Context: an optimization exercise on an open-source flow, tuned for small area, a short achievable clock period and few clock cycles per item. The choices shown serve that exercise and are no tape-out recipe.
At most, simulation tests tie the RTL to the original design; equivalence was not proved.
Power figures rest on the tool's default switching activity, not on a simulated workload.

## pdec_updt_top
module pdec_updt_top (
  input  logic         clk,
  input  logic         rst_n,
  input  logic         cfg_leaf_mode,
  input  logic [2:0]   cfg_jump_type,
  input  logic [1:0]   cfg_dcrc_num,
  input  logic         cfg_dcrc_mode,
  input  logic [2:0]   cfg_dcrc_ini,
  input  logic [23:0]  cfg_dcrc_idx,
  input  logic         dec_start,
  input  logic         upd_valid,
  input  logic [7:0]   srvl_bmp,
  input  logic [39:0]  pm_idx,
  input  logic [127:0] bit_val,
  input  logic [491:0] dcrc_info,
  output logic         upd_ready,
  output logic         upd_done,
  output logic [7:0]   list_wen,
  output logic [7:0]   list_waddr,
  output logic [31:0]  list_wdata,
  output logic [15:0]  path_stat,
  output logic         early_term
);
  localparam int NP = pdec_pkg::num_path;
  localparam logic [1:0] ST_CK  = 2'd0;
  localparam logic [1:0] ST_VAL = 2'd1;
  localparam logic [1:0] ST_INV = 2'd3;
  ...
Size: about 2100 cells after synthesis, roughly 69 flip-flops, about 770 I/O pins, roughly 16000 sq um of cells after synthesis.
clock: 5.0 ns
lec_check: 0
cap_margin: 20
core_area: 5 5 275 275
die_area: 0 0 280 280
setup_slack_margin: 1.45
slew_margin: 20
synth_hierarchical: 1
standard.sh (not shown) runs the stock make flow with config.mk's settings and CLKGATE_MAP_FILE= SYNTH_SCRIPT=/design/flow/synth_recipe.tcl, a recipe that flattens the netlist after the stock synthesis.
==> flow/flow/run.sh <==
#!/bin/bash
# Standard ORFS layout; the port buffers are the small sky130 buf_1
# instead of the delay buffer buffer_ports picks by default.
set -euo pipefail
bash standard.sh BUFFER_PORTS_ARGS="-buffer_cell sky130_fd_sc_hd__buf_1" finish > standard_flow.log 2>&1
The baseline went through all stages and came out clean.
Testbench counts at the start, summed over its fixed seeds: cycles 6,540, updates 3,072.
Rerun with:
Settings changed: SETUP_SLACK_MARGIN 1.45 to 1.7, TNS_END_PERCENT from default to 0.
=> The changed run completed with no timing, DRC or antenna violations. Sequential share of layout area hardly moves. Design area rose by about 1.8%. Final cell count goes up by about 0.64%. Setup slack gains 0.12 ns. Hold slack is better by 0.0088 ns. Power goes up by about 2.2%. Count of clock-buffer cells in the layout rose by 2. Non-clock buffer count went up by 24.

========
## run A
pdec_updt_top again, from the RTL that the note above started with.
Design pdec_updt_top, start of the top module:
module pdec_updt_top (
  input  logic         clk,
  input  logic         rst_n,
  input  logic         cfg_leaf_mode,
  input  logic [2:0]   cfg_jump_type,
  input  logic [1:0]   cfg_dcrc_num,
  input  logic         cfg_dcrc_mode,
  input  logic [2:0]   cfg_dcrc_ini,
  input  logic [23:0]  cfg_dcrc_idx,
  input  logic         dec_start,
  input  logic         upd_valid,
  input  logic [7:0]   srvl_bmp,
  input  logic [39:0]  pm_idx,
  input  logic [127:0] bit_val,
  input  logic [491:0] dcrc_info,
  output logic         upd_ready,
  output logic         upd_done,
  output logic [7:0]   list_wen,
  output logic [7:0]   list_waddr,
  output logic [31:0]  list_wdata,
  output logic [15:0]  path_stat,
  output logic         early_term
);
Settings: LEC_CHECK=0, CAP_MARGIN=20, CORE_AREA=5 5 275 275, DIE_AREA=0 0 280 280, SETUP_SLACK_MARGIN=1.85, SLEW_MARGIN=20, SYNTH_HIERARCHICAL=1, TNS_END_PERCENT=0; clock period 5.0 ns.
Scripts as last shown in full above: flow/flow/run.sh
Testbench counts of run A, summed over its fixed seeds: cycles 6,540, updates 3,072.
Input changes introduced in run B (baseline for comparison: run A):
# run A
export LEC_CHECK = 0
export CAP_MARGIN = 20
export CORE_AREA = 5 5 275 275
export DIE_AREA = 0 0 280 280
export SETUP_SLACK_MARGIN = 1.85
export SLEW_MARGIN = 20
export SYNTH_HIERARCHICAL = 1
export TNS_END_PERCENT = 0
create_clock -name core_clock -period 5.0 [get_ports {clk}]
# run B
export LEC_CHECK = 0
export CAP_MARGIN = 20
export CORE_AREA = 5 5 265 265
export DIE_AREA = 0 0 270 270
export SETUP_SLACK_MARGIN = 1.85
export SLEW_MARGIN = 20
export SYNTH_HIERARCHICAL = 1
export TNS_END_PERCENT = 0
create_clock -name core_clock -period 5.0 [get_ports {clk}]
==> notes.md <==
Run B vs run A, start point of the critical path: cnt_q[3] vs cnt_q[6]. Run A → run B: placed cell area held, post-route antenna net violation count ~0 delta. Compared to run A, the router laid down less metal wire for run B. Cmp run B vs run A: first-iteration DRC count higher in run B. Count of clock-buffer cells in the layout: lower on run A. Changes observed in run B relative to run A: cell area has increased; global-route usage has increased; combinational group share of total power has decreased. Between run B and run A, the length of the first detailed-routing pass in iterations is higher for run B. Per the comparison of run B with run A, highest achievable clock rate went down, number of vias in the routed layout higher.
The following lists how run C was set up differently from run B:
# run B
export LEC_CHECK = 0
export CAP_MARGIN = 20
export CORE_AREA = 5 5 265 265
export DIE_AREA = 0 0 270 270
export SETUP_SLACK_MARGIN = 1.85
export SLEW_MARGIN = 20
export SYNTH_HIERARCHICAL = 1
export TNS_END_PERCENT = 0
create_clock -name core_clock -period 5.0 [get_ports {clk}]
# run C
export LEC_CHECK = 0
export CAP_MARGIN = 20
export CORE_AREA = 5 5 275 275
export DIE_AREA = 0 0 280 280
export SETUP_SLACK_MARGIN = 1.7
export SLEW_MARGIN = 20
export SYNTH_HIERARCHICAL = 1
create_clock -name core_clock -period 5.0 [get_ports {clk}]
## What came out
Run C completed every stage of the flow, and the final layout passed the timing, design-rule and antenna checks.
Wire length on met3: run B and run C compared, lower one is run C
Comparing run C against run B, there is no change at all in H-tree level count.
In run C, overall die area is higher than in run B.
## Diff of input files: run D against run C
# run C
export LEC_CHECK = 0
export CAP_MARGIN = 20
export CORE_AREA = 5 5 275 275
export DIE_AREA = 0 0 280 280
export SETUP_SLACK_MARGIN = 1.7
export SLEW_MARGIN = 20
export SYNTH_HIERARCHICAL = 1
create_clock -name core_clock -period 5.0 [get_ports {clk}]
# run D
export LEC_CHECK = 0
export CAP_MARGIN = 20
export CORE_AREA = 5 5 275 275
export DIE_AREA = 0 0 280 280
export SETUP_SLACK_MARGIN = 1.85
export SLEW_MARGIN = 20
export SYNTH_HIERARCHICAL = 1
create_clock -name core_clock -period 5.0 [get_ports {clk}]
### Flow results
Data required time of the critical path was lower in run D than in run C.
Run D -> run C: vertical die dimension flat
Run D ended with more met3 routed wirelength than run C.
Both conditions hold for run D: the flow ran to the end and the final layout passed the timing, design-rule and antenna checks.

========
## old
Another version of the RTL of pdec_updt_top (not shown whole).
Size in the first run: about 2200 cells after synthesis, about 50 flip-flops, about 770 I/O pins, ~17000 um^2 of cells after synthesis.
==> flow/design.v (excerpt) <==
module pdec_updt_top (
  input  logic         clk,
  input  logic         rst_n,
  input  logic         cfg_leaf_mode,
  input  logic [2:0]   cfg_jump_type,
  input  logic [1:0]   cfg_dcrc_num,
  input  logic         cfg_dcrc_mode,
  input  logic [2:0]   cfg_dcrc_ini,
  input  logic [23:0]  cfg_dcrc_idx,
  input  logic         dec_start,
  input  logic         upd_valid,
  input  logic [7:0]   srvl_bmp,
  input  logic [39:0]  pm_idx,
  input  logic [127:0] bit_val,
  input  logic [491:0] dcrc_info,
  output logic         upd_ready,
  output logic         upd_done,
  output logic [7:0]   list_wen,
  output logic [7:0]   list_waddr,
  output logic [31:0]  list_wdata,
  output logic [15:0]  path_stat,
  output logic         early_term
);
export LEC_CHECK = 0
export CAP_MARGIN = 20
export CORE_AREA = 5 5 265 265
export DIE_AREA = 0 0 270 270
export SLEW_MARGIN = 20
create_clock -name core_clock -period 5.0 [get_ports {clk}]
Scripts as last shown in full above: flow/flow/run.sh
The layout from old, despite a flow that completed every stage, fails the layout checks, with the failing checks listed as setup timing.
Testbench counts of old, summed over its fixed seeds: cycles 5,388, updates 3,072.
Changes in new relative to old:
==> flow/run.sh (new file) <==
#!/bin/bash
# synth_recipe.tcl (not shown) runs the flow's synth.tcl, then flattens the netlist and writes it again
# the make line also repeats each setting of config.mk as NAME=value (left out here)
make -C /OpenROAD-flow-scripts/flow DESIGN_CONFIG=/design/flow/config.mk WORK_HOME=/design/flow/orfs CLKGATE_MAP_FILE= SYNTH_SCRIPT=/design/flow/synth_recipe.tcl finish
removed: flow/flow/run.sh
removed: flow/standard.sh
Results
Each of old and new falls short of a clean finish. | new | all stages done | FAIL | setup timing |. Status old: flow complete, layout not clean - setup timing. Relative to old, the share of cells above drive strength 1 of new is higher by 3.1 points. new against old: initial antenna violation count now larger, smallest hold slack held.

========
== the baseline ==
pdec_updt_top, a different RTL version from the one above (not shown whole).
Size in the first run: about 2100 cells after synthesis, ~770 I/O pins.
// pdec_updt_top
module pdec_updt_top (
  input  logic         clk,
  input  logic         rst_n,
  input  logic         cfg_leaf_mode,
  input  logic [2:0]   cfg_jump_type,
  input  logic [1:0]   cfg_dcrc_num,
  input  logic         cfg_dcrc_mode,
  input  logic [2:0]   cfg_dcrc_ini,
  input  logic [23:0]  cfg_dcrc_idx,
  input  logic         dec_start,
  input  logic         upd_valid,
  input  logic [7:0]   srvl_bmp,
  input  logic [39:0]  pm_idx,
  input  logic [127:0] bit_val,
  input  logic [491:0] dcrc_info,
  output logic         upd_ready,
  output logic         upd_done,
  output logic [7:0]   list_wen,
  output logic [7:0]   list_waddr,
  output logic [31:0]  list_wdata,
  output logic [15:0]  path_stat,
  output logic         early_term
);
==> flow/config.mk <==
export PLATFORM = sky130hd
export DESIGN_NAME = pdec_updt_top
export DESIGN_NICKNAME = pdec_updt_top
export VERILOG_FILES = /design/flow/design.v
export SDC_FILE = /design/flow/constraint.sdc
export NUM_CORES = 4
export LEC_CHECK = 0
export CAP_MARGIN = 20
export CORE_AREA = 5 5 275 275
export DIE_AREA = 0 0 280 280
export SETUP_SLACK_MARGIN = 1.85
export SLEW_MARGIN = 20
export SYNTH_HIERARCHICAL = 1
==> flow/constraint.sdc <==
create_clock -name core_clock -period 5.0 [get_ports {clk}]
set_input_delay 1.0000 -clock core_clock [delete_from_list [all_inputs] [get_ports {clk}]]
set_output_delay 1.0000 -clock core_clock [all_outputs]
set_load 0.01 [all_outputs]
==> flow/flow/run.sh <==
#!/bin/bash
# Standard ORFS layout; the port buffers are the small sky130 buf_1
# instead of the delay buffer buffer_ports picks by default.
set -euo pipefail
bash standard.sh BUFFER_PORTS_ARGS="-buffer_cell sky130_fd_sc_hd__buf_1" finish > standard_flow.log 2>&1
Inputs modified between the baseline and the candidate:
- putting TNS_END_PERCENT at 5 where nothing was set
Results
- The higher routed wire length of the candidate and the baseline is in the baseline.
- Compared with the baseline, the candidate supports a higher clock frequency.
- Post-route core utilization was lower in the candidate than in the baseline.
- As far as sequential power is concerned, the candidate and the baseline perform about the same.
- Register fraction of the total cell area ended up 0.39 points higher on the candidate than on the baseline.
- Looking at final setup slack of the worst path across both flows, the candidate is the stronger of the two, with the baseline trailing.
- Power dissipated by switching net loads, the candidate vs the baseline: down by a few percent
- Between the candidate and the baseline, it is the candidate whose ratio of final minimum period to clock period is lower, by 0.80 points.
- Sort the candidate and the baseline by power after layout, ascending, and the candidate comes first.
No run of this note included a check of the RTL's function; only the layout flow was run.

==> static timing again, ports no longer ideal <==
In the flow no input, the clock included, has a driving cell. The finished layouts below were timed again as built, in two steps. Step 1, drivers: a clkbuf_16 drives clk and a buf_2 each remaining input, both assumed. Step 2 times the ports against the registers' clock, not the clock port: input delays grow and output delays shrink by t, the midpoint of the rising clock arrivals with the driver on. Slacks: ideal / step 1 / step 2; pairs: ideal / step 1.
run	shift t [ns]	setup WS [ns]	hold WS [ns]	worst setup path after step 2	clock arrival spread, ns
the first run of note 1	0.438	1.519 / 1.523 / 1.098	0.455 / 0.442 / 0.502	input to register	0.017 / 0.017
the second run of note 1	0.427	1.643 / 1.631 / 1.242	0.464 / 0.449 / 0.485	input to register	0.017 / 0.017
run A	0.432	1.678 / 1.638 / 1.330	0.445 / 0.431 / 0.498	input to register	0.017 / 0.017
run B	0.429	1.576 / 1.576 / 1.177	0.460 / 0.462 / 0.524	input to register	0.016 / 0.016
run C	0.433	1.647 / 1.647 / 1.342	0.460 / 0.437 / 0.486	input to register	0.016 / 0.016
run D	0.430	1.719 / 1.681 / 1.395	0.447 / 0.430 / 0.498	input to register	0.015 / 0.014
old	0.357	-0.135 / -0.176 / -0.393	0.554 / 0.554 / 0.554	input to register	0.019 / 0.019
new	0.358	-0.228 / -0.282 / -0.282	0.552 / 0.552 / 0.552	input to output	0.006 / 0.006
the baseline	0.408	1.594 / 1.604 / 1.207	0.462 / 0.474 / 0.476	input to register	0.023 / 0.022
the candidate	0.407	1.634 / 1.646 / 1.247	0.463 / 0.472 / 0.477	input to register	0.026 / 0.025
For the first run of note 1, which loses most, drivers alone change the setup slack by +0.004 ns; drivers and shift together by -0.421 ns.
